From an optimization exercise on the open Yosys and OpenROAD flow, aimed at small area; shortcuts taken in it are not production practice.
Function was checked by simulation only, so behaviour that the tests miss may differ from the original.
No activity file was given, so power comes from the tool's default toggle rates.

--- config.mk ---
export PLATFORM = sky130hd
export DESIGN_NAME = execCore
export DESIGN_NICKNAME = execCore
export VERILOG_FILES = /design/flow/design.v
export SDC_FILE = /design/flow/constraint.sdc
export NUM_CORES = 4
export LEC_CHECK = 0
export CAP_MARGIN = 20
export CORE_MARGIN = 2
export CORE_UTILIZATION = 55
export GPL_TIMING_DRIVEN = 0
export SETUP_SLACK_MARGIN = 0.15
export SLEW_MARGIN = 20
export SYNTH_HIERARCHICAL = 1
--- constraint.sdc ---
create_clock -name core_clock -period 7.0 [get_ports {clk}]
set_input_delay 1.4000 -clock core_clock [delete_from_list [all_inputs] [get_ports {clk}]]
set_output_delay 1.4000 -clock core_clock [all_outputs]
set_load 0.01 [all_outputs]
--- standard.sh ---
#!/bin/bash
# synth_recipe.tcl (not shown) runs the flow's synth.tcl, then flattens the netlist and writes it again
# the make line also repeats each setting of config.mk as NAME=value (left out here)
make -C /OpenROAD-flow-scripts/flow DESIGN_CONFIG=/design/flow/config.mk WORK_HOME=/design/flow/orfs CLKGATE_MAP_FILE= SYNTH_SCRIPT=/design/flow/synth_recipe.tcl "${@:-finish}"
--- design.v ---
package rv32Pkg;
    typedef logic [32-1:0]         word_t;
    typedef logic [$clog2(32)-1:0] regIdx_t;
endpackage
`timescale 1ns/100ps
module instrDecoder (
    input  rv32Pkg::word_t instr,
    output logic           isAlu,
    output logic           isBranch
);
    logic [6:0] opcode;
    logic [2:0] funct3;
    logic [6:0] funct7;
    logic       f7Base;
    logic       f7Alt;
    assign opcode = instr[6:0];
    assign funct3 = instr[14:12];
    assign funct7 = instr[31:25];
    assign f7Base = (funct7 == 7'b0000000);
    assign f7Alt  = (funct7 == 7'b0100000);
    always_comb begin
        isAlu    = 1'b0;
        isBranch = 1'b0;
        case (opcode)
            7'b0110011:
                isAlu = f7Base || (f7Alt && (funct3 == 3'b000 || funct3 == 3'b101));
            7'b0010011:
                case (funct3)
                    3'b001:  isAlu = f7Base;
                    3'b101:  isAlu = f7Base || f7Alt;
                    default: isAlu = 1'b1;
                endcase
            7'b0110111,
            7'b0010111:  isAlu = 1'b1;
            7'b1100011: isBranch = (funct3[2:1] != 2'b01);
            default: ;
        endcase
    end
endmodule
`timescale 1ns/100ps
module rfAoi3 (
    input  logic [2:0] sel,
    input  logic [2:0] d,
    output logic       qn
);
    assign qn = !(|(sel & d));
endmodule
module rfJoin (
    input  logic [10:0] qn,
    output logic        q_n
);
    assign q_n = &qn;
endmodule
module rfReadBit (
    input  logic [32:0] sel,
    input  logic [32:0] d,
    output logic        q_n
);
    logic [10:0] qn;
    for (genvar g = 0; g < 11; g++) begin : gGrp
        rfAoi3 iAoi (
            .sel (sel[3*g+2:3*g]),
            .d   (d[3*g+2:3*g]),
            .qn  (qn[g])
        );
    end
    rfJoin iJoin (
        .qn  (qn),
        .q_n (q_n)
    );
endmodule
module selAnd3 (
    input  logic lo,
    input  logic hi,
    input  logic en,
    output logic sel
);
    assign sel = lo && hi && en;
endmodule
`timescale 1ns/100ps
module gpNode (
    input  logic gh,
    input  logic ph,
    input  logic gl,
    input  logic pl,
    output logic go,
    output logic po
);
    assign go = gh || (ph && gl);
    assign po = ph && pl;
endmodule
module gNode (
    input  logic gh,
    input  logic ph,
    input  logic gl,
    output logic go
);
    assign go = gh || (ph && gl);
endmodule
module prefixCarry #(
    parameter int W = 32
) (
    input  logic [W-1:0] g,
    input  logic [W-1:0] p,
    input  logic         cin,
    output logic [W:0]   c
);
    localparam int L = $clog2(W);
    logic [W-1:0] gs [0:L];
    logic [W-1:0] ps [0:L];
    gNode iCin (.gh(g[0]), .ph(p[0]), .gl(cin), .go(gs[0][0]));
    assign gs[0][W-1:1] = g[W-1:1];
    assign ps[0]        = p;
    for (genvar k = 1; k <= L; k++) begin : gLvl
        for (genvar i = 0; i < W; i++) begin : gBit
            localparam int J = ((i >> (k-1)) << (k-1)) - 1;
            if ((i >> (k-1)) % 2 == 1) begin : gN
                if (k == L || ((i >> k) % 2 == 0 && (i >> k) == 0)) begin : gG
                    gNode iN (
                        .gh (gs[k-1][i]),
                        .ph (ps[k-1][i]),
                        .gl (gs[k-1][J]),
                        .go (gs[k][i])
                    );
                    assign ps[k][i] = 1'b0;
                end else begin : gGP
                    gpNode iN (
                        .gh (gs[k-1][i]),
                        .ph (ps[k-1][i]),
                        .gl (gs[k-1][J]),
                        .pl (ps[k-1][J]),
                        .go (gs[k][i]),
                        .po (ps[k][i])
                    );
                end
            end else begin : gPass
                assign gs[k][i] = gs[k-1][i];
                assign ps[k][i] = ps[k-1][i];
            end
        end
    end
    assign c[0]   = cin;
    assign c[W:1] = gs[L];
endmodule
module and4 (
    input  logic [3:0] a,
    output logic       y
);
    assign y = &a;
endmodule
module aoSel4 (
    input  logic [3:0] sel,
    input  logic [3:0] d,
    output logic       q
);
    assign q = |(sel & d);
endmodule
module aoSel6 (
    input  logic [5:0] sel,
    input  logic [5:0] d,
    output logic       q
);
    assign q = |(sel & d);
endmodule
module shifter (
    input  logic [31:0] a_n,
    input  logic [4:0]  amt,
    input  logic        left,
    input  logic        arith,
    output logic [31:0] q
);
    logic [31:0] in;
    logic        fill;
    logic [3:0]  s0;
    logic [3:0]  s1;
    logic [34:0] x0;
    logic [31:0] x1;
    logic [43:0] x1e;
    logic [31:0] x2;
    always_comb begin
        for (int i = 0; i < 32; i++) begin
            in[i] = !(left ? a_n[31-i] : a_n[i]);
        end
    end
    assign fill = arith && !left && !a_n[31];
    always_comb begin
        for (int k = 0; k < 4; k++) begin
            s0[k] = (amt[1:0] == k);
            s1[k] = (amt[3:2] == k);
        end
    end
    assign x0 = {{3{fill}}, in};
    for (genvar i = 0; i < 32; i++) begin : gL0
        aoSel4 iS (.sel(s0), .d(x0[i+3:i]), .q(x1[i]));
    end
    assign x1e = {{12{fill}}, x1};
    for (genvar i = 0; i < 32; i++) begin : gL1
        aoSel4 iS (.sel(s1), .d({x1e[i+12], x1e[i+8], x1e[i+4], x1e[i]}), .q(x2[i]));
    end
    always_comb begin
        for (int i = 0; i < 32; i++) begin
            q[i] = amt[4] ? ((i < 16) ? x2[i+16] : fill) : x2[i];
        end
    end
endmodule
module branchTarget (
    input  logic [31:0] pc,
    input  logic [12:1] imm,
    output logic [31:0] t
);
    logic [11:0] g;
    logic [11:0] p;
    logic [12:0] c;
    logic [18:0] hi;
    logic [18:0] allOne;
    logic [18:0] allZero;
    logic        up;
    logic        down;
    assign g = pc[12:1] & imm;
    assign p = pc[12:1] ^ imm;
    prefixCarry #(.W(12)) iCarry (
        .g   (g),
        .p   (p),
        .cin (1'b0),
        .c   (c)
    );
    assign t[0]    = pc[0];
    assign t[12:1] = p ^ c[11:0];
    assign hi   = pc[31:13];
    assign up   = c[12] && !imm[12];
    assign down = !c[12] && imm[12];
    always_comb begin
        allOne[0]  = 1'b1;
        allZero[0] = 1'b1;
        for (int i = 1; i < 19; i++) begin
            allOne[i]  = allOne[i-1] && hi[i-1];
            allZero[i] = allZero[i-1] && !hi[i-1];
        end
    end
    assign t[31:13] = hi ^ ((allOne & {19{up}}) | (allZero & {19{down}}));
endmodule
module aluUnit (
    input  rv32Pkg::word_t instr,
    input  rv32Pkg::word_t pc,
    input  rv32Pkg::word_t opA_n,
    input  rv32Pkg::word_t opB_n,
    output rv32Pkg::word_t res,
    output logic           taken
);
    rv32Pkg::word_t opA;
    rv32Pkg::word_t opB;
    logic [2:0]     funct3;
    logic           isU;
    logic           isBr;
    logic           isAlu;
    logic           sub;
    rv32Pkg::word_t target;
    rv32Pkg::word_t bx;
    rv32Pkg::word_t p;
    rv32Pkg::word_t g;
    logic [32:0]    c;
    rv32Pkg::word_t sum;
    logic           ltU;
    logic           ltS;
    logic           eq;
    rv32Pkg::word_t shOut;
    rv32Pkg::word_t shRev;
    logic [5:0]     sel;
    logic           selLt;
    assign opA    = ~opA_n;
    assign opB    = ~opB_n;
    assign funct3 = instr[14:12];
    assign isU    = instr[2];
    assign isBr   = instr[6];
    assign isAlu  = !instr[6] && !instr[2];
    assign sub = !isU && (isBr || (!funct3[2] && (funct3[1] || (instr[5] && instr[30]))));
    assign bx  = opB ^ {32{sub}};
    assign p   = opA ^ bx;
    assign g   = opA & bx;
    prefixCarry #(.W(32)) iCarry (
        .g   (g),
        .p   (p),
        .cin (sub),
        .c   (c)
    );
    assign sum = p ^ c[31:0];
    assign ltU = !c[32];
    assign ltS = ltU ^ opA[31] ^ opB[31];
    logic [7:0] eq8;
    logic [1:0] eq2;
    for (genvar i = 0; i < 8; i++) begin : gEq8
        and4 iA (.a(p[4*i+3:4*i]), .y(eq8[i]));
    end
    for (genvar i = 0; i < 2; i++) begin : gEq2
        and4 iA (.a(eq8[4*i+3:4*i]), .y(eq2[i]));
    end
    assign eq = &eq2;
    always_comb begin
        case (funct3[2:1])
            2'b00:   taken = eq;
            2'b10:   taken = ltS;
            default: taken = ltU;
        endcase
        taken = taken ^ funct3[0];
    end
    shifter iShift (
        .a_n   (opA_n),
        .amt   (opB[4:0]),
        .left  (!funct3[2]),
        .arith (instr[30]),
        .q     (shOut)
    );
    always_comb begin
        for (int i = 0; i < 32; i++) begin
            shRev[i] = shOut[31-i];
        end
    end
    branchTarget iTarget (
        .pc  (pc),
        .imm ({instr[31], instr[7], instr[30:25], instr[11:8]}),
        .t   (target)
    );
    assign sel[0] = isU || (isAlu && funct3 == 3'b000);
    assign sel[1] = isAlu && (funct3 == 3'b100 || funct3 == 3'b110);
    assign sel[2] = isAlu && funct3[2:1] == 2'b11;
    assign sel[3] = isAlu && funct3 == 3'b001;
    assign sel[4] = isAlu && funct3 == 3'b101;
    assign sel[5] = isBr;
    assign selLt  = isAlu && funct3[2:1] == 2'b01;
    for (genvar i = 0; i < 32; i++) begin : gRes
        logic r;
        aoSel6 iR (
            .sel (sel),
            .d   ({target[i], shOut[i], shRev[i], g[i], p[i], sum[i]}),
            .q   (r)
        );
        if (i == 0) begin : gLt
            assign res[i] = r || (selLt && (funct3[0] ? ltU : ltS));
        end else begin : gBit
            assign res[i] = r;
        end
    end
endmodule
`timescale 1ns/100ps
module execCore (
    input  logic             clk,
    input  logic             rst,
    input  logic             instValid,
    input  rv32Pkg::word_t   instr,
    input  rv32Pkg::word_t   pc,
    output logic             resultValid,
    output rv32Pkg::word_t   result,
    output rv32Pkg::regIdx_t resultRd,
    output logic             branchValid,
    output logic             branchTaken,
    output rv32Pkg::word_t   branchTarget,
    output logic             illegal
);
    logic                isAlu;
    logic                isBranch;
    rv32Pkg::regIdx_t    rs1;
    rv32Pkg::regIdx_t    rs2;
    rv32Pkg::regIdx_t    rd;
    logic                useRs1;
    logic                useRs2;
    logic                usePc;
    rv32Pkg::word_t      imm;
    rv32Pkg::word_t      opA_n;
    rv32Pkg::word_t      opB_n;
    rv32Pkg::word_t      res;
    logic                taken;
    rv32Pkg::word_t      outData;
    rv32Pkg::word_t      regs [1:32-1];
    rv32Pkg::word_t      wd;
    logic [32-1:1] pend;
    logic [32-1:1] we;
    logic [32-1:1] sel1L;
    logic [32-1:1] sel1H;
    logic [32-1:1] sel2L;
    logic [32-1:1] sel2H;
    logic                byp1;
    logic                byp2;
    assign rs1 = instr[19:15];
    assign rs2 = instr[24:20];
    assign rd  = instr[11:7];
    instrDecoder iDecoder (
        .instr    (instr),
        .isAlu    (isAlu),
        .isBranch (isBranch)
    );
    assign useRs1 = !instr[2];
    assign usePc  = instr[2] && !instr[5];
    assign useRs2 = instr[5] && !instr[2];
    assign imm    = instr[2] ? {instr[31:12], 12'b0} : {{20{instr[31]}}, instr[31:20]};
    assign wd = outData & {32{~rst}};
    logic [3:0]          lo1;
    logic [3:0]          lo2;
    logic [7:0]          hi1;
    logic [7:0]          hi2;
    logic [32-1:1] en1;
    logic [32-1:1] en2;
    always_comb begin
        for (int k = 0; k < 4; k++) begin
            lo1[k] = (rs1[1:0] == k);
            lo2[k] = (rs2[1:0] == k);
        end
        for (int k = 0; k < 8; k++) begin
            hi1[k] = (rs1[4:2] == k);
            hi2[k] = (rs2[4:2] == k);
        end
    end
    always_comb begin
        for (int i = 1; i < 32; i++) begin
            pend[i] = resultValid && (resultRd == i);
            we[i]   = rst || pend[i];
            en1[i]  = useRs1 && !pend[i];
            en2[i]  = useRs2 && !pend[i];
        end
    end
    for (genvar i = 1; i < 32; i++) begin : gSel
        selAnd3 iSel1L (.lo(lo1[i%4]), .hi(hi1[i/4]), .en(en1[i]), .sel(sel1L[i]));
        selAnd3 iSel1H (.lo(lo1[i%4]), .hi(hi1[i/4]), .en(en1[i]), .sel(sel1H[i]));
        selAnd3 iSel2L (.lo(lo2[i%4]), .hi(hi2[i/4]), .en(en2[i]), .sel(sel2L[i]));
        selAnd3 iSel2H (.lo(lo2[i%4]), .hi(hi2[i/4]), .en(en2[i]), .sel(sel2H[i]));
    end
    assign byp1 = useRs1 && resultValid && (rs1 == resultRd) && (rs1 != '0);
    assign byp2 = useRs2 && resultValid && (rs2 == resultRd) && (rs2 != '0);
    always_ff @(posedge clk) begin
        for (int i = 1; i < 32; i++) begin
            if (we[i]) begin
                regs[i] <= wd;
            end
        end
    end
    for (genvar b = 0; b < 32; b++) begin : gRead
        logic [32-1:1] col;
        for (genvar r = 1; r < 32; r++) begin : gCol
            assign col[r] = regs[r][b];
        end
        rfReadBit iRd1 (
            .sel ({byp1, usePc, (b < 16) ? sel1L : sel1H}),
            .d   ({outData[b], pc[b], col}),
            .q_n (opA_n[b])
        );
        rfReadBit iRd2 (
            .sel ({byp2, !useRs2, (b < 16) ? sel2L : sel2H}),
            .d   ({outData[b], imm[b], col}),
            .q_n (opB_n[b])
        );
    end
    aluUnit iAlu (
        .instr (instr),
        .pc    (pc),
        .opA_n (opA_n),
        .opB_n (opB_n),
        .res   (res),
        .taken (taken)
    );
    always_ff @(posedge clk) begin
        if (rst) begin
            resultValid <= 1'b0;
            branchValid <= 1'b0;
            illegal     <= 1'b0;
        end else begin
            resultValid <= instValid && isAlu;
            branchValid <= instValid && isBranch;
            illegal     <= instValid && !isAlu && !isBranch;
        end
    end
    always_ff @(posedge clk) begin
        outData     <= res;
        resultRd    <= rd;
        branchTaken <= taken;
    end
    assign result       = outData;
    assign branchTarget = outData;
endmodule
--- flow/run.sh ---
#!/bin/bash
# Standard ORFS layout (the standard.sh, standard synthesis unchanged) with:
#  - port buffers from a plain buf_2 rather than the library's delay buffer
#  - CTS without dummy balancing loads

# Each make run's full output goes to its own log file in the work folder.
set -euo pipefail
cd "$(dirname "$0")/.."
CTS="-sink_clustering_enable -repair_clock_nets -dont_use_dummy_load"
CTS="$CTS -sink_clustering_size ${CTS_SIZE:-30} -sink_clustering_max_diameter ${CTS_DIAM:-80}"
CTS="$CTS -buf_list {sky130_fd_sc_hd__clkbuf_8 sky130_fd_sc_hd__clkbuf_16}"
bash standard.sh \
    "BUFFER_PORTS_ARGS=-buffer_cell sky130_fd_sc_hd__buf_2" \
    "CTS_ARGS=$CTS" \
    finish > flow_make.log 2>&1
==> impl_metrics.csv, run 1 <==
group,metric,value,unit
clock_network,clk_latency,0.69,ns
yosys,async_reset_ff_frac,0,
critical_path,critPathLaunchType,"primary input",
floorplanning,core.rowCount,109,
timing,setup_viol,0,
timing,relSlewSlack,0.129,
grt,grt_max_degree,39,
yosys,yosysSeqAreaShare,0.625,
critical_path,end_kind,"register",
cells_and_area,drive_gt1_frac,0.164,
timing,tightest_slew,1.30,ns
cells_and_area,nets,3733,
place,io_buffers,135,
critical_path,critPathRequiredTime,7.46,ns
yosys,syn_inst,3378,
critical_path,crit_fanout,25,
yosys,ys.flop_type,"edfxtp_1",
floorplanning,pin_count,140,
grt,track_usage,0.402,
grt,grt-ovfl-total,0,
timing,hold_slack,0.714,ns
cells_and_area,area_growth,8.99,%
routing,drt_first_pass_iters,12,
critical_path,critical_path_class,"in -> reg",
routing,drt_iter0_drc,11000,
yosys,synth_cell_types,64,
timing,fmax,0.147,GHz
timing,finalClockSkew,0.123,ns
yosys,synth_area_leader_cell,"edfxtp_1",
timing,hold_viol,0,
timing,period_share,0.974,
routing,detailroute.via_count,39100,
timing,fin_crit,6.82,ns
yosys,ys_ff_latch,1033,
yosys,synth_top_family_by_area,"compound AO/OA/AOI/OAI gates",
timing,rsz0062_at_grt,"true",
routing,vias_per_cell,8.16,
critical_path,r2r_cells,17,
grt,grt_pass1_vias,36200,
hold_path,min_path_type,"reg -> reg",
pwr,ir_drop,0.255,mV
grt,antenna_found_initial,2,
yosys,synth_edf_count,992,
timing,final_max_slew_viol_count,0,
yosys,yosysTopAreaCellShare,0.608,
yosys,avgSynthCellArea,14.5,um2
cells_and_area,final_util,0.604,
cells_and_area,instances_no_fill,4785,
place,detailed_place_hpwl,128000,um
run_status,status,"timing/DRC/antenna clean",
floorplanning,core,88400,um2
clock_network,cts_root_buffer,"clkbuf_16",
yosys,synthAdderAreaFrac,0.0117,
pwr,p_total,15.0,mW
yosys,yosys_warnings,22,
yosys,muxShareOfSynthArea,0.0108,
yosys,yosys.area_share.simple,0.105,
floorplanning,fp.dieH,303,um
pwr,p_per_area,281,nW/um2
floorplanning,die_area,91500,um2
clock_network,cts_htree_levels,2,
yosys,synth_compound_area_frac,0.200,
floorplanning,start_util,0.555,
clock_network,clk_pin_slew,0.11,ns
yosys,synthXorXnorAreaFrac,0.0226,
routing,wire_per_inst,39.3,um
timing,finalWorstSetupSlack,0.183,ns
grt,grt_pass1_wl,262000,um
hold_path,min_path_cells,1,
job,maxCapViolations,0,
yosys,synth_area,49000,um2
clock_network,cts_tree,"built",
cells_and_area,mostFrequentLayoutCells,"edfxtp_1 (992), a222oi_1 (704), a22oi_1 (227)",
cells_and_area,multi_input_area,17600,um2
place,gp_congestion,0.962,
cells_and_area,seqCellArea,30600,um2
clock_network,cts_made_buffers,47,
clock_network,clockBufferDepth,3,
critical_path,worstPathArrival,7.27,ns
cells_and_area,fill_cells,6739,
place,dp_slack,-1.30,ns
pwr,p_leak,19.8,nW
clock_network,ctsHoldBuffers,0,
cells_and_area,final_common_cell,"edfxtp_1",
floorplanning,die_w,303,um
routing,drc,0,
routing,postRouteAntennaNets,0,
place,place_inst,4734,
clock_network,cts_sinks,1033,
yosys,synthTopCellsByArea,"edfxtp_1 (61%), a222oi_1 (14%), a22oi_1 (3.5%)",
routing,wl,188000,um
## cell families after synthesis
kind of cell | after synthesis
xor gates and xnor gates | 106
DFF | 1033
and+or+nand+nor | 868
other | 1
buffers and inverters | 200
AOI/OAI and AO/OA | 1073
muxes | 51
adders and majority gates | 46
## cell type report
class / instances / share of cell area
tap: 1165 / 0.0273
clock buffer: 47 / 0.0220
sequential: 1033 / 0.573
inverter: 62 / 0.00443
antenna: 2 / 0.0000937
multi-input combinational: 2146 / 0.329
timing repair buffer: 192 / 0.0257
buffer: 138 / 0.0187
## worst paths after layout
kind | to | slack, ns | from
min | regs[26][15] | 0.71 | outData[15]
max | branchTaken | 0.18 | instr[2]
min reg2reg | regs[26][15] | 0.71 | outData[15]
max reg2reg | branchTaken | 0.40 | resultRd[1]
## metal layers
metal / vias to the layer above / part of all wire / GRT usage
li1: 15700 / - / -
met5: - / 0.000069 / 0
met1: 19300 / 0.34 / 0.536
met2: 3651 / 0.44 / 0.618
met3: 484 / 0.16 / 0.115
met4: 2 / 0.053 / 0.175
## flip-flops by register name, indices dropped and copies added, names as in the netlist
signal and count:
outData 32, branchValid 1, resultValid 1, branchTaken 1
regs 992, resultRd 5, illegal 1
## report_power, final
group,leakage (nW),total [mW],internal [mW],switching [mW]
combinational,8.74,3.23,1.14,2.09
sequential,10.5,8.77,8.11,0.654
clock,0.579,3.02,1.20,1.82
total,19.8,15.0,10.5,4.56
## per-module statistics from Yosys (local to each module, per instance), a selection
module	cell area [um2]	cells	flip-flops and latches
instrDecoder	109	17	0
aoSel4	18.8	3	0
gNode	7.51	1	0
branchTarget	818	102	0
aluUnit	1790	198	0
execCore	32400	1366	1033
rfJoin	27.5	4	0
selAnd3	6.26	1	0
gpNode	13.8	2	0
## cell usage after synthesis, types with 15 or more instances
cell type / count
edfxtp_1: 992
a222oi_1: 704
a22oi_1: 228
nand4_1: 133
and3_1: 128
nor2_1: 111
nand2_1: 110
a21o_1: 103
nand3_1: 98
buf_4: 90
nor3_2: 66
and2_1: 64
inv_1: 60
nor2b_1: 54
xor2_1: 52
ha_1: 46
dfxtp_1: 41
mux2i_1: 35
clkbuf_1: 30
xnor2_1: 30
or2_2: 27
xor2_2: 24
mux2_2: 15
## critical path, stage by stage
cell and delay, ns:
buf_2 0.25, nand2b_1 0.16, clkbuf_2 0.24, clkbuf_8 0.29, buf_12 0.22, nor2_1 0.08
and3_1 0.39, a222oi_1 0.63, nand4_1 0.25, nor3_4 0.35, inv_2 0.18, xnor2_1 0.17
ha_1 0.34, a21o_1 0.21, a21o_1 0.19, a21o_1 0.22, a21o_1 0.31, a21o_4 0.35
a21o_2 0.31, o311a_1 0.39, a211o_1 0.26
## timing repair
action / in CTS / in global routing
setup buffers: 0 / 2
endpoints found under the hold margin: 0 / 0
pin swaps: 0 / 12
endpoints found under the setup margin: 30 / 26
gates resized for setup: 21 / 34
## stage by stage
step,TNS [ns],area [um2]
floorplan,0,49000
global placement,-99.72,51200
detailed placement,-26.17,52000
CTS,0,53300
finish,0,53400
global route,0,53400
==> inputs of run 2 (changes only) <==
--- a/flow/run.sh
+++ b/flow/run.sh
@@ -7,7 +7,7 @@
 set -euo pipefail
 cd "$(dirname "$0")/.."
 CTS="-sink_clustering_enable -repair_clock_nets -dont_use_dummy_load"
-CTS="$CTS -sink_clustering_size ${CTS_SIZE:-30} -sink_clustering_max_diameter ${CTS_DIAM:-80}"
+CTS="$CTS -sink_clustering_size ${CTS_SIZE:-30} -sink_clustering_max_diameter ${CTS_DIAM:-70}"
 CTS="$CTS -buf_list {sky130_fd_sc_hd__clkbuf_8 sky130_fd_sc_hd__clkbuf_16}"
 bash standard.sh \
     "BUFFER_PORTS_ARGS=-buffer_cell sky130_fd_sc_hd__buf_2" \
--- a/config.mk
+++ b/config.mk
@@ -9,6 +9,6 @@
 export CORE_MARGIN = 2
 export CORE_UTILIZATION = 55
 export GPL_TIMING_DRIVEN = 0
-export SETUP_SLACK_MARGIN = 0.15
+export SETUP_SLACK_MARGIN = 0.35
 export SLEW_MARGIN = 20
 export SYNTH_HIERARCHICAL = 1
==> run 2 against run 1 <==
Compared with the run above: still clean on timing, DRC and antenna; area after synthesis unchanged; total power is 1.9% higher; combinational power hardly changed; register-to-register slack better by 0.19 ns; critical endpoint is now outData[5].
==> impl_metrics.csv, run 2 <==
group,metric,value,unit
timing,period_share,0.968,
routing,drt_iter0_drc,11100,
timing,final_max_slew_viol_count,0,
timing,relSlewSlack,0.163,
yosys,yosysTopAreaCellShare,0.608,
critical_path,critical_path_class,"in -> reg",
yosys,synth_area,49000,um2
routing,detailroute.via_count,39000,
cells_and_area,final_util,0.607,
pwr,p_switching,4.63,mW
hold_path,min_path_type,"reg -> reg",
routing,drt_first_pass_iters,13,
critical_path,critPathRequiredTime,7.57,ns
grt,track_usage,0.403,
cells_and_area,regMostFlops,"regs",
yosys,async_reset_ff_frac,0,
pwr,internal-power,10.7,mW
cells_and_area,mostFrequentLayoutCells,"edfxtp_1 (992), a222oi_1 (704), a22oi_1 (227)",
grt,grt_pass1_wl,263000,um
yosys,synth_cell_types,64,
timing,setup_viol,0,
cells_and_area,final_common_cell,"edfxtp_1",
yosys,synth_compound_area_frac,0.200,
routing,wire_per_inst,39.3,um
place,place_inst,4734,
critical_path,r2r_cells,17,
clock_network,cts_root_buffer,"clkbuf_16",
yosys,synthAdderAreaFrac,0.0117,
yosys,yosysMostFrequentCell,"edfxtp_1",
routing,postRouteAntennaNets,0,
floorplanning,die_w,303,um
place,gp_congestion,0.962,
cells_and_area,drive_gt1_frac,0.170,
yosys,synthTopCellsByArea,"edfxtp_1 (61%), a222oi_1 (14%), a22oi_1 (3.5%)",
grt,antenna_found_initial,5,
cells_and_area,final_cell_area,53700,um2
pwr,combPwrFrac,0.212,
floorplanning,core.rowCount,109,
timing,fin_crit,6.78,ns
yosys,synth_area_leader_cell,"edfxtp_1",
cells_and_area,nets,3743,
run_status,status,"timing/DRC/antenna clean",
place,io_buffers,135,
floorplanning,fp.dieH,303,um
clock_network,cts_made_buffers,56,
clock_network,ctsHoldBuffers,0,
timing,finalWorstSetupSlack,0.221,ns
yosys,synth_edf_count,992,
yosys,synth_top_family_by_area,"compound AO/OA/AOI/OAI gates",
pwr,seqPwrFrac,0.573,
floorplanning,pin_count,140,
cells_and_area,instances_no_fill,4793,
critical_path,worstPathArrival,7.34,ns
yosys,yosys_warnings,22,
critical_path,critPathLaunchType,"primary input",
floorplanning,die_area,91500,um2
clock_network,cts_htree_levels,2,
clock_network,cts_tree,"built",
hold_path,min_path_cells,1,
cells_and_area,largest_reg_flops,992,
critical_path,crit_fanout,32,
floorplanning,core,88400,um2
clock_network,clk_pin_slew,0.12,ns
pwr,netSwitchingFraction,0.303,
timing,hold_viol,0,
yosys,ys_ff_latch,1033,
clock_network,cts_sinks,1033,
place,dp_slack,-1.30,ns
timing,rsz0062_at_grt,"false",
yosys,muxShareOfSynthArea,0.0108,
pwr,p_leak,19.9,nW
timing,tightest_slew,1.25,ns
yosys,avgSynthCellArea,14.5,um2
yosys,synthXorXnorAreaFrac,0.0226,
cells_and_area,area_growth,9.52,%
place,dpl-instance-area,52000,um2
yosys,yosysSeqAreaShare,0.625,
yosys,synthTopCellsByCount,"edfxtp_1 (992), a222oi_1 (704), a22oi_1 (228)",
routing,vias_per_cell,8.14,
pwr,ir_drop,0.290,mV
cells_and_area,top_regs,"regs (992), outData (32), resultRd (5)",
routing,drc,0,
place,detailed_place_hpwl,128000,um
clock_network,clockBufferDepth,3,
timing,finalClockSkew,0.131,ns
pwr,p_clk_frac,0.215,
job,maxCapViolations,0,
yosys,syn_inst,3378,
pwr,p_per_area,285,nW/um2
timing,fmax,0.148,GHz
grt,grt-ovfl-total,0,
cells_and_area,n_antenna_cell,0,
yosys,yosys.area_share.simple,0.105,
grt,grt_max_degree,39,
routing,wl,188000,um
grt,grt_pass1_vias,36200,
clock_network,clk_latency,0.72,ns
yosys,ys.flop_type,"edfxtp_1",
floorplanning,start_util,0.555,
critical_path,end_kind,"register",
-- run 2: final timing paths --
path / from / end / slack, ns
min: outData[15] / regs[26][15] / 0.71
min reg2reg: outData[15] / regs[26][15] / 0.71
max reg2reg: resultValid / branchTaken / 0.59
max: instr[24] / outData[5] / 0.22
-- run 2: final cells by class --
class / count / area [um2]
Timing Repair Buffer: 193 / 1380
Buffer: 138 / 1000
Fill cell: 6726 / 34700
Clock buffer: 56 / 1400
Multi-Input combinational cell: 2146 / 17600
Inverter: 62 / 236
Tap cell: 1165 / 1460
Sequential cell: 1033 / 30600
-- run 2: per-module statistics from Yosys, one instance, submodules excluded, a selection --
| module | times used | flops+latches |
|---|---|---|
| instrDecoder | 1 | 0 |
| execCore | 1 | 1033 |
| selAnd3 | 124 | 0 |
| aoSel6 | 32 | 0 |
| shifter | 1 | 0 |
| gpNode | 58 | 0 |
| aoSel4 | 64 | 0 |
| and4 | 10 | 0 |
-- run 2: through the flow --
| stage | TNS, ns | hold WS [ns] | power [mW] |
|---|---|---|---|
| floorplan | 0 | 0.914 | 10.5 |
| detailed placement | -26.17 | 0.779 | 12.0 |
| global placement | -99.72 | 1.08 | 11.7 |
| finish | 0 | 0.707 | 15.3 |
| CTS | 0 | 0.686 | 15.1 |
| global route | 0 | 0.701 | 15.7 |
-- run 2: critical path, stage by stage --
cell,delay (ns)
buf_2,0.16
clkbuf_1,0.54
nand2_1,0.11
nor2_1,0.57
and3_1,0.92
a222oi_1,0.21
nand3_1,0.18
nor3_4,0.07
inv_1,0.32
nor2b_4,0.72
a22oi_1,0.19
nand2_1,0.19
a22oi_1,0.11
nand2_1,0.14
inv_1,0.04
o21ai_0,0.93
a22oi_1,0.22
nand3_1,0.18
buf_4,0.11
-- run 2: kinds of logic after synthesis --
kind of cell / count (synthesis)
mux: 51
buf+inv: 200
simple gates: 868
flops: 1033
fa+ha+maj: 46
compound gates: 1073
xor+xnor: 106
other cells: 1
-- run 2: metal layers --
| layer | vias to the layer above | share of wire | global-route usage |
|---|---|---|---|
| met3 | 542 | 0.16 | 0.116 |
| met1 | 19100 | 0.34 | 0.538 |
| met2 | 3649 | 0.44 | 0.619 |
| met5 | - | 0.00065 | 0.00621 |
| li1 | 15700 | - | - |
| met4 | 8 | 0.056 | 0.173 |
-- run 2: what timing repair did --
item                       4_1_cts  5_1_grt
buffers inserted                 0        3
setup endpoints to repair       33       23
resized for setup               35       39
pin swaps                        8       13
-- run 2: power by group through the flow --
stage	Clock (mW)	Combinational [mW]	Sequential, mW
after floorplan	0	1.81	8.65
after global placement	0	2.90	8.80
after detailed placement	0	3.10	8.86
after CTS	3.30	3.13	8.72
after global routing	3.51	3.40	8.85
final	3.29	3.24	8.77
==> inputs of run 3 (changes only) <==
==> flow/run.sh (replaced) <==
#!/bin/bash
# Standard ORFS layout (the standard.sh, standard synthesis unchanged) with:
#  - port buffers from a plain buf_1 rather than the library's delay buffer
#  - CTS without dummy balancing loads

# Each make run's full output goes to its own log file in the work folder.
set -euo pipefail
cd "$(dirname "$0")/.."
CTS="-sink_clustering_enable -repair_clock_nets -dont_use_dummy_load"
CTS="$CTS -sink_clustering_size ${CTS_SIZE:-30} -sink_clustering_max_diameter ${CTS_DIAM:-75}"
CTS="$CTS -buf_list {sky130_fd_sc_hd__clkbuf_8 sky130_fd_sc_hd__clkbuf_16}"
bash standard.sh \
    "BUFFER_PORTS_ARGS=-buffer_cell sky130_fd_sc_hd__buf_1" \
    "CTS_ARGS=$CTS" \
    finish > flow_make.log 2>&1
--- a/config.mk
+++ b/config.mk
@@ -7,8 +7,8 @@
 export LEC_CHECK = 0
 export CAP_MARGIN = 20
 export CORE_MARGIN = 2
-export CORE_UTILIZATION = 55
+export CORE_UTILIZATION = 65
 export GPL_TIMING_DRIVEN = 0
-export SETUP_SLACK_MARGIN = 0.35
+export SETUP_SLACK_MARGIN = 0.25
 export SLEW_MARGIN = 20
 export SYNTH_HIERARCHICAL = 1
==> run 3 against run 2 <==
Compared with the run above: still clean; cell count fell by 4.0%; setup slack got worse by 0.083 ns; combinational power barely moved; clock skew rose by 0.0036 ns; via count rose by 3.8%; utilization rose by 11 points; area after synthesis did not move; synthesized cell count did not move; critical path type unchanged.
==> impl_metrics.csv, run 3 <==
group,metric,value,unit
critical_path,crit_start,"instr[17]",
grt,track_usage,0.475,
routing,drt_iter0_drc,14100,
critical_path,endpoint,"branchTaken",
critical_path,r2r_cells,17,
clock_network,clockBufferDepth,3,
cells_and_area,final_common_cell,"edfxtp_1",
clock_network,cts_sinks,1033,
critical_path,worstPathArrival,7.31,ns
place,dpl-instance-area,51700,um2
job,maxCapViolations,0,
critical_path,critPathTopFamily,"simple AND/OR/NAND/NOR gates",
yosys,avgSynthCellArea,14.5,um2
yosys,synth_area_leader_cell,"edfxtp_1",
critical_path,r2r-end,"branchTaken",
run_status,status,"timing/DRC/antenna clean",
routing,detailroute.via_count,40500,
timing,relSlewSlack,0.202,
floorplanning,pin_count,140,
timing,finalClockSkew,0.134,ns
timing,rsz0062_at_grt,"false",
timing,hold_viol,0,
place,detailed_place_hpwl,124000,um
cells_and_area,largest_reg_flops,992,
yosys,ys_ff_latch,1033,
timing,fin_crit,6.86,ns
cells_and_area,mostFrequentLayoutCells,"edfxtp_1 (992), a222oi_1 (704), a22oi_1 (228)",
place,place_inst,4546,
routing,vias_per_cell,8.80,
place,gp_congestion,0.972,
yosys,yosysSeqAreaShare,0.625,
cells_and_area,seqCellArea,30600,um2
yosys,synth_cell_types,64,
floorplanning,fp.dieH,279,um
yosys,async_reset_ff_frac,0,
timing,final_max_slew_viol_count,0,
yosys,yosys_warnings,22,
critical_path,crit_fanout,17,
cells_and_area,drive_gt1_frac,0.133,
hold_path,min_path_type,"reg -> reg",
clock_network,cts_tree,"built",
critical_path,critical_path_class,"in -> reg",
cells_and_area,multi_input_area,17600,um2
routing,wire_per_inst,40.9,um
grt,antenna_found_initial,4,
clock_network,cts_htree_levels,2,
routing,wl,188000,um
timing,period_share,0.980,
routing,drt_first_pass_iters,15,
grt,grt_pass1_vias,38000,
cells_and_area,top_regs,"regs (992), outData (32), resultRd (5)",
timing,setup_viol,0,
yosys,yosysMostFrequentCell,"edfxtp_1",
cells_and_area,fill_cells,4807,
yosys,synth_edf_count,992,
floorplanning,die_w,279,um
floorplanning,core.rowCount,100,
critical_path,critPathRequiredTime,7.45,ns
cells_and_area,final_util,0.713,
pwr,ir_drop,0.301,mV
yosys,synthTopCellsByArea,"edfxtp_1 (61%), a222oi_1 (14%), a22oi_1 (3.5%)",
cells_and_area,nets,3742,
cells_and_area,regMostFlops,"regs",
critical_path,rr_startpoint,"resultRd[0]",
floorplanning,start_util,0.657,
critical_path,slowest_delay,0.90,ns
clock_network,cts_root_buffer,"clkbuf_16",
pwr,p_leak,19.5,nW
yosys,ys.flop_type,"edfxtp_1",
critical_path,path_depth,15,
critical_path,critical_path_buf_inv_count,2,
timing,tightest_slew,1.20,ns
grt,grt-ovfl-total,0,
clock_network,cts_made_buffers,48,
cells_and_area,instances_no_fill,4600,
critical_path,critical_path.cell_chain,"clkbuf_1 -> nor2_1 -> and3_1 -> a222oi_1 -> nand4_1 -> nor3_2 -> inv_1 -> ha_1 -> and2_1 -> and2_1 -> a21o_2 -> a21o_4 -> a21o_2 -> o311a_1 -> a211o_1",
yosys,yosysTopAreaCellShare,0.608,
floorplanning,core,74600,um2
cells_and_area,area_growth,8.49,%
routing,postRouteAntennaNets,0,
timing,fmax,0.146,GHz
grt,grt_pass1_wl,265000,um
clock_network,ctsHoldBuffers,0,
cells_and_area,final_cell_area,53200,um2
pwr,p_total,15.1,mW
pwr,p_per_area,284,nW/um2
critical_path,rrSetupSlack,0.43,ns
floorplanning,die_area,77600,um2
yosys,syn_inst,3378,
yosys,synth_area,49000,um2
clock_network,clk_pin_slew,0.11,ns
clock_network,clk_latency,0.69,ns
routing,drc,0,
yosys,synthTopCellsByCount,"edfxtp_1 (992), a222oi_1 (704), a22oi_1 (228)",
critical_path,end_kind,"register",
grt,grt_max_degree,33,
place,io_buffers,135,
critical_path,critPathSlowestCell,"nor3_2",
critical_path,critPathLaunchType,"primary input",
-- run 3: where the power goes --
group / internal, mW / switching (mW) / total [mW]
logic: 1.11 / 2.12 / 3.23
registers: 8.12 / 0.705 / 8.82
clock network: 1.23 / 1.83 / 3.05
-- run 3: cell families after synthesis --
group | synth area share
multiplexers | 0.0108
adder cells (fa/ha/maj) | 0.0117
AO/OA/AOI/OAI | 0.200
AND/OR/NAND/NOR | 0.105
flip-flops | 0.625
buffers and inverters | 0.0247
XOR/XNOR | 0.0226
other | 0.0000765
-- run 3: cell type report --
cell class,count,area share
flip-flops and latches,1033,0.576
multi-input cells,2146,0.330
repair buffers,200,0.0253
well taps,969,0.0228
clock buffers,48,0.0226
plain buffers,138,0.0189
inverters,62,0.00438
diodes,4,0.000188
-- run 3: per-stage QoR --
step,hold WS (ns),setup WS (ns),setup TNS [ns]
6_report,0.738,0.138,0
5_1_grt,0.739,0.275,0
4_1_cts,0.719,0.253,0
3_5_place_dp,0.749,-1.48,-28.46
3_3_place_gp,1.07,-4.06,-113.29
2_1_floorplan,0.914,0.433,0
-- run 3: worst register-to-register path, cell delays in order, from the launching register on --
cell      delay, ns
dfxtp_1        0.52
or2_2          0.36
clkbuf_1       0.29
nor2_1         0.32
nor2_1         0.11
and3_1         0.48
a222oi_1       0.52
nand4_1        0.38
nor3_2         0.90
inv_1          0.14
ha_1           0.41
and2_1         0.21
and2_1         0.16
a21o_2         0.29
a21o_4         0.32
a21o_2         0.34
o311a_1        0.38
a211o_1        0.27
-- run 3: layer usage --
layer	vias up	track usage	wire, um
li1	15700	-	-
met1	19000	0.606	57900
met2	4790	0.702	79700
met3	1052	0.179	35500
met4	2	0.271	15200
met5	-	0	18
-- run 3: Yosys stat by module (local to each module, per instance), a selection --
| module | area [um2] | cells inside | flip-flops and latches | times used |
|---|---|---|---|---|
| aluUnit | 1790 | 198 | 0 | 1 |
| aoSel4 | 18.8 | 3 | 0 | 64 |
| selAnd3 | 6.26 | 1 | 0 | 124 |
| shifter | 842 | 99 | 0 | 1 |
| instrDecoder | 109 | 17 | 0 | 1 |
| branchTarget | 818 | 102 | 0 | 1 |
| rfAoi3 | 10.0 | 1 | 0 | 704 |
| gNode | 7.51 | 1 | 0 | 44 |
| and4 | 8.76 | 1 | 0 | 10 |
| execCore | 32400 | 1366 | 1033 | 1 |
| aoSel6 | 27.5 | 4 | 0 | 32 |
| gpNode | 13.8 | 2 | 0 | 58 |
| rfJoin | 27.5 | 4 | 0 | 64 |
-- run 3: worst min-delay path by stage --
stage	depth (start not counted)	to	startpoint
finish	1	regs[13][3]	outData[3]
global route	1	regs[13][3]	outData[3]
CTS	1	regs[11][14]	outData[14]
detailed placement	1	regs[31][21]	outData[21]
global placement	8	outData[17]	regs[26][17]
floorplan	1	regs[10][0]	outData[0]
-- run 3: repair_timing --
item                                    in CTS  in global routing
endpoints found under the setup margin      33                 22
setup buffers                                0                  2
pin swaps                                    2                 12
gates resized for setup                     30                 42
==> inputs of run 4 (changes only) <==
--- a/design.v
+++ b/design.v
@@ -397,31 +397,29 @@
     logic [3:0]          lo2;
     logic [7:0]          hi1;
     logic [7:0]          hi2;
-    logic [32-1:1] en1;
-    logic [32-1:1] en2;
+    logic [32-1:1] free;
     always_comb begin
         for (int k = 0; k < 4; k++) begin
             lo1[k] = (rs1[1:0] == k);
             lo2[k] = (rs2[1:0] == k);
         end
         for (int k = 0; k < 8; k++) begin
-            hi1[k] = (rs1[4:2] == k);
-            hi2[k] = (rs2[4:2] == k);
+            hi1[k] = useRs1 && (rs1[4:2] == k);
+            hi2[k] = useRs2 && (rs2[4:2] == k);
         end
     end
     always_comb begin
         for (int i = 1; i < 32; i++) begin
             pend[i] = resultValid && (resultRd == i);
             we[i]   = rst || pend[i];
-            en1[i]  = useRs1 && !pend[i];
-            en2[i]  = useRs2 && !pend[i];
+            free[i] = !pend[i];
         end
     end
     for (genvar i = 1; i < 32; i++) begin : gSel
-        selAnd3 iSel1L (.lo(lo1[i%4]), .hi(hi1[i/4]), .en(en1[i]), .sel(sel1L[i]));
-        selAnd3 iSel1H (.lo(lo1[i%4]), .hi(hi1[i/4]), .en(en1[i]), .sel(sel1H[i]));
-        selAnd3 iSel2L (.lo(lo2[i%4]), .hi(hi2[i/4]), .en(en2[i]), .sel(sel2L[i]));
-        selAnd3 iSel2H (.lo(lo2[i%4]), .hi(hi2[i/4]), .en(en2[i]), .sel(sel2H[i]));
+        selAnd3 iSel1L (.lo(lo1[i%4]), .hi(hi1[i/4]), .en(free[i]), .sel(sel1L[i]));
+        selAnd3 iSel1H (.lo(lo1[i%4]), .hi(hi1[i/4]), .en(free[i]), .sel(sel1H[i]));
+        selAnd3 iSel2L (.lo(lo2[i%4]), .hi(hi2[i/4]), .en(free[i]), .sel(sel2L[i]));
+        selAnd3 iSel2H (.lo(lo2[i%4]), .hi(hi2[i/4]), .en(free[i]), .sel(sel2H[i]));
     end
     assign byp1 = useRs1 && resultValid && (rs1 == resultRd) && (rs1 != '0);
     assign byp2 = useRs2 && resultValid && (rs2 == resultRd) && (rs2 != '0);
==> flow/run.sh (replaced) <==
#!/bin/bash
# Standard ORFS layout (the standard.sh, standard synthesis unchanged) with:
#  - port buffers from a plain buf_2 rather than the library's delay buffer
#  - CTS without dummy balancing loads, clusters of at most 30 sinks / 80 um
#  - resizing not restricted to cells of the same footprint, so timing repair
#    can upsize a weak gate instead of leaving the path short of its margin
# The make run's full output goes to flow_make.log in the work folder.
set -euo pipefail
cd "$(dirname "$0")/.."
CTS="-sink_clustering_enable -repair_clock_nets -dont_use_dummy_load"
CTS="$CTS -sink_clustering_size 30 -sink_clustering_max_diameter 80"
CTS="$CTS -buf_list {sky130_fd_sc_hd__clkbuf_8 sky130_fd_sc_hd__clkbuf_16}"
bash standard.sh \
    "BUFFER_PORTS_ARGS=-buffer_cell sky130_fd_sc_hd__buf_2" \
    "CTS_ARGS=$CTS" \
    "MATCH_CELL_FOOTPRINT=0" \
    finish > flow_make.log 2>&1
--- a/config.mk
+++ b/config.mk
@@ -7,8 +7,8 @@
 export LEC_CHECK = 0
 export CAP_MARGIN = 20
 export CORE_MARGIN = 2
-export CORE_UTILIZATION = 65
+export CORE_UTILIZATION = 55
 export GPL_TIMING_DRIVEN = 0
-export SETUP_SLACK_MARGIN = 0.25
+export SETUP_SLACK_MARGIN = 0.3
 export SLEW_MARGIN = 20
 export SYNTH_HIERARCHICAL = 1
==> run 4 against run 3 <==
Compared with the run above: synthesized cell count fell by 1.9%; area after synthesis fell by 0.54%; hold slack got worse by 0.012 ns; clock power rose by 3%; setup slack improved by 0.068 ns; sequential share of layout area fell by 1.1 points; clock skew fell by 0.036 ns; utilization fell by 9.8 points; first-iteration DRC count fell by 15%; sequential power fell by 0.7%; count of clock-buffer cells in the layout rose by 2; routed wire length fell by 0.21%; critical endpoint unchanged.
==> impl_metrics.csv, run 4 <==
group,metric,value,unit
run_status,status,"timing/DRC/antenna clean",
place,detailed_place_hpwl,129000,um
yosys,synth_edf_count,992,
cells_and_area,area_growth,11.1,%
timing,setup_viol,0,
timing,final_max_slew_viol_count,0,
yosys,yosys.area_share.simple,0.101,
timing,finalWorstSetupSlack,0.206,ns
yosys,synth_compound_area_frac,0.201,
job,maxCapViolations,0,
clock_network,cts_root_buffer,"clkbuf_16",
routing,drt_first_pass_iters,15,
yosys,yosysSeqAreaShare,0.628,
clock_network,clk_latency,0.68,ns
yosys,yosysTopAreaCellShare,0.611,
timing,fin_crit,6.79,ns
cells_and_area,nets,3701,
yosys,yosys_warnings,22,
floorplanning,die_area,91000,um2
floorplanning,start_util,0.553,
place,dp_slack,-1.21,ns
routing,detailroute.via_count,38800,
pwr,ir_drop,0.363,mV
yosys,yosysMostFrequentCell,"edfxtp_1",
yosys,synthAdderAreaFrac,0.0118,
yosys,synthTopCellsByArea,"edfxtp_1 (61%), a222oi_1 (14%), a22oi_1 (3.5%)",
timing,period_share,0.971,
grt,track_usage,0.401,
critical_path,end_kind,"register",
place,io_buffers,133,
clock_network,clk_pin_slew,0.12,ns
hold_path,min_path_type,"reg -> reg",
critical_path,critPathSlowestCell,"and3_2",
critical_path,worstPathArrival,7.31,ns
floorplanning,core.rowCount,109,
cells_and_area,largest_reg_flops,992,
cells_and_area,final_common_cell,"edfxtp_1",
critical_path,critical_path_buf_inv_count,2,
clock_network,cts_sinks,1033,
floorplanning,core,88100,um2
place,gp_congestion,0.994,
yosys,ys_ff_latch,1033,
timing,finalClockSkew,0.0980,ns
critical_path,critical_path.cell_chain,"buf_2 -> nor2b_1 -> nand2_2 -> nor2_1 -> and3_2 -> a222oi_1 -> nand3_1 -> nor3_2 -> inv_1 -> xnor2_1 -> ha_1 -> a21o_1 -> a21o_1 -> a21o_1 -> a21o_1 -> a21o_4 -> a21o_2 -> o311a_1 -> a211o_1",
grt,grt_max_degree,39,
floorplanning,die_w,302,um
cells_and_area,top_regs,"regs (992), outData (32), resultRd (5)",
grt,grt_pass1_vias,36400,
routing,wl,188000,um
yosys,muxShareOfSynthArea,0.0109,
yosys,synthTopCellsByCount,"edfxtp_1 (992), a222oi_1 (704), a22oi_1 (228)",
floorplanning,pin_count,140,
pwr,p_per_area,280,nW/um2
critical_path,critical_path_class,"in -> reg",
cells_and_area,regMostFlops,"regs",
yosys,avgSynthCellArea,14.7,um2
yosys,synth_area_leader_cell,"edfxtp_1",
critical_path,crit_fanout,17,
grt,grt-ovfl-total,0,
clock_network,cts_tree,"built",
cells_and_area,mostFrequentLayoutCells,"edfxtp_1 (992), a222oi_1 (704), a22oi_1 (228)",
routing,vias_per_cell,8.16,
critical_path,cp_common_cell,"a21o_1",
critical_path,critPathRequiredTime,7.51,ns
yosys,ys.flop_type,"edfxtp_1",
routing,wire_per_inst,39.5,um
cells_and_area,final_util,0.615,
clock_network,cts_htree_levels,2,
pwr,p_leak,19.9,nW
yosys,syn_inst,3315,
yosys,synth_cell_types,64,
clock_network,post-cts-setup-buffers,0,
yosys,async_reset_ff_frac,0,
grt,antenna_found_initial,6,
clock_network,cts_made_buffers,50,
pwr,p_total,15.2,mW
floorplanning,fp.dieH,302,um
routing,postRouteAntennaNets,0,
timing,fmax,0.147,GHz
critical_path,slowest_delay,0.65,ns
critical_path,critPathTopFamily,"compound AO/OA/AOI/OAI gates",
timing,tightest_slew,1.15,ns
yosys,synthXorXnorAreaFrac,0.0227,
routing,drc,0,
routing,drt_iter0_drc,12000,
clock_network,clockBufferDepth,3,
critical_path,critPathLaunchType,"primary input",
timing,rsz0062_at_grt,"true",
timing,hold_viol,0,
yosys,synth_area,48800,um2
grt,grt_pass1_wl,261000,um
timing,relSlewSlack,0.224,
yosys,synth_top_family_by_area,"compound AO/OA/AOI/OAI gates",
cells_and_area,drive_gt1_frac,0.182,
run 4: final timing paths:
path | startpoint | to | slack (ns) | cells after the start
worst min register to register | outData[21] | regs[27][21] | 0.73 | 1
worst max-delay path | instr[5] | branchTaken | 0.21 | 19
worst min-delay path | outData[21] | regs[27][21] | 0.73 | 1
worst max register to register | resultRd[0] | branchTaken | 0.37 | 18
run 4: per-stage QoR:
step | instance area (um2) | hold WS, ns | TNS, ns | cells
floorplan | 48800 | 0.914 | 0 | 3316
global placement | 50900 | 1.11 | -103.52 | 4614
detailed placement | 52700 | 0.777 | -24.46 | 4700
CTS | 54000 | 0.727 | 0 | 4750
global route | 54100 | 0.744 | 0 | 4751
finish | 54200 | 0.725 | 0 | 4759
run 4: cell families after synthesis:
logic type / Yosys count
and+or+nand+nor: 813
AOI/OAI and AO/OA: 1073
xor gates and xnor gates: 106
adders and majority gates: 46
other: 1
buffers and inverters: 192
muxes: 51
DFF: 1033
run 4: power breakdown:
group          switching, mW  leakage, nW  internal (mW)  total (mW)
logic                   2.10         8.86           1.18        3.29
registers              0.659         10.5           8.10        8.76
clock network           1.86        0.616           1.27        3.13
run 4: layout make-up:
| class | count | area, um2 |
|---|---|---|
| Buffer | 129 | 947 |
| Clock buffer | 50 | 1250 |
| Antenna cell | 8 | 20.0 |
| Multi-Input combinational cell | 2091 | 17500 |
| Timing Repair Buffer | 220 | 2190 |
| Tap cell | 1165 | 1460 |
| Inverter | 63 | 236 |
| Fill cell | 6644 | 33900 |
| Sequential cell | 1033 | 30600 |
run 4: per-layer routing:
metal | wire length, um | part of all wire | track usage
met5 | 222 | 0.0012 | 0.0160
met4 | 11100 | 0.059 | 0.175
met3 | 29600 | 0.16 | 0.119
met2 | 83300 | 0.44 | 0.623
met1 | 63700 | 0.34 | 0.526
run 4: per-module statistics from Yosys, one instance, submodules excluded, a selection:
module | cells | times used
aoSel4 | 3 | 64
instrDecoder | 17 | 1
rfAoi3 | 1 | 704
gNode | 1 | 44
and4 | 1 | 10
branchTarget | 102 | 1
run 4: worst register-to-register path: stages (launching register included):
cell      delay, ns
dfxtp_1        0.75
and2_0         0.23
clkbuf_1       0.42
nand2_1        0.29
and3_2         0.48
a222oi_1       0.36
nand4_1        0.40
nor3_2         0.43
inv_1          0.25
xnor2_1        0.20
ha_1           0.38
a21o_1         0.24
a21o_1         0.20
a21o_1         0.23
a21o_1         0.32
a21o_4         0.36
a21o_2         0.33
o311a_1        0.38
a211o_1        0.26
run 4: repair_timing:
| action | in CTS | in global routing |
|---|---|---|
| endpoints found under the hold margin | 0 | 0 |
| gates resized for setup | 45 | 37 |
| setup endpoints to repair | 31 | 20 |
| pin swaps | 0 | 3 |
| hold buffers | 0 | 0 |

port drivers added, routing unchanged:
In the flow no input, the clock included, has a driving cell. The finished layouts below were timed again as built, in two steps. Step 1: set_driving_cell puts a clkbuf_16 on clk and a buf_2 on each other input, an assumption about the parent block. Step 2 also shifts input and output timing later by t, the mid clock arrival at the registers, as if the neighbouring blocks saw the same clock. Slacks: ideal / step 1 / step 2; pairs: ideal / step 1.
run	shift t [ns]	setup WS [ns]	latest minus earliest clock arrival (ns)	worst register clock-pin slew, ns	cell pins on the clock port's net
run 1	0.706	0.183 / 0.229 / -0.476	0.123 / 0.123	0.11 / 0.11	1
run 2	0.721	0.221 / 0.263 / -0.458	0.131 / 0.131	0.12 / 0.12	1
run 3	0.691	0.138 / 0.177 / -0.514	0.135 / 0.134	0.12 / 0.12	1
run 4	0.705	0.206 / 0.254 / -0.451	0.098 / 0.098	0.12 / 0.12	1
With both steps, setup timing fails in every run listed, where it was met with ideal ports. The setup slack of run 2, which loses most, moves by +0.042 ns with the drivers and by -0.679 ns with both steps.
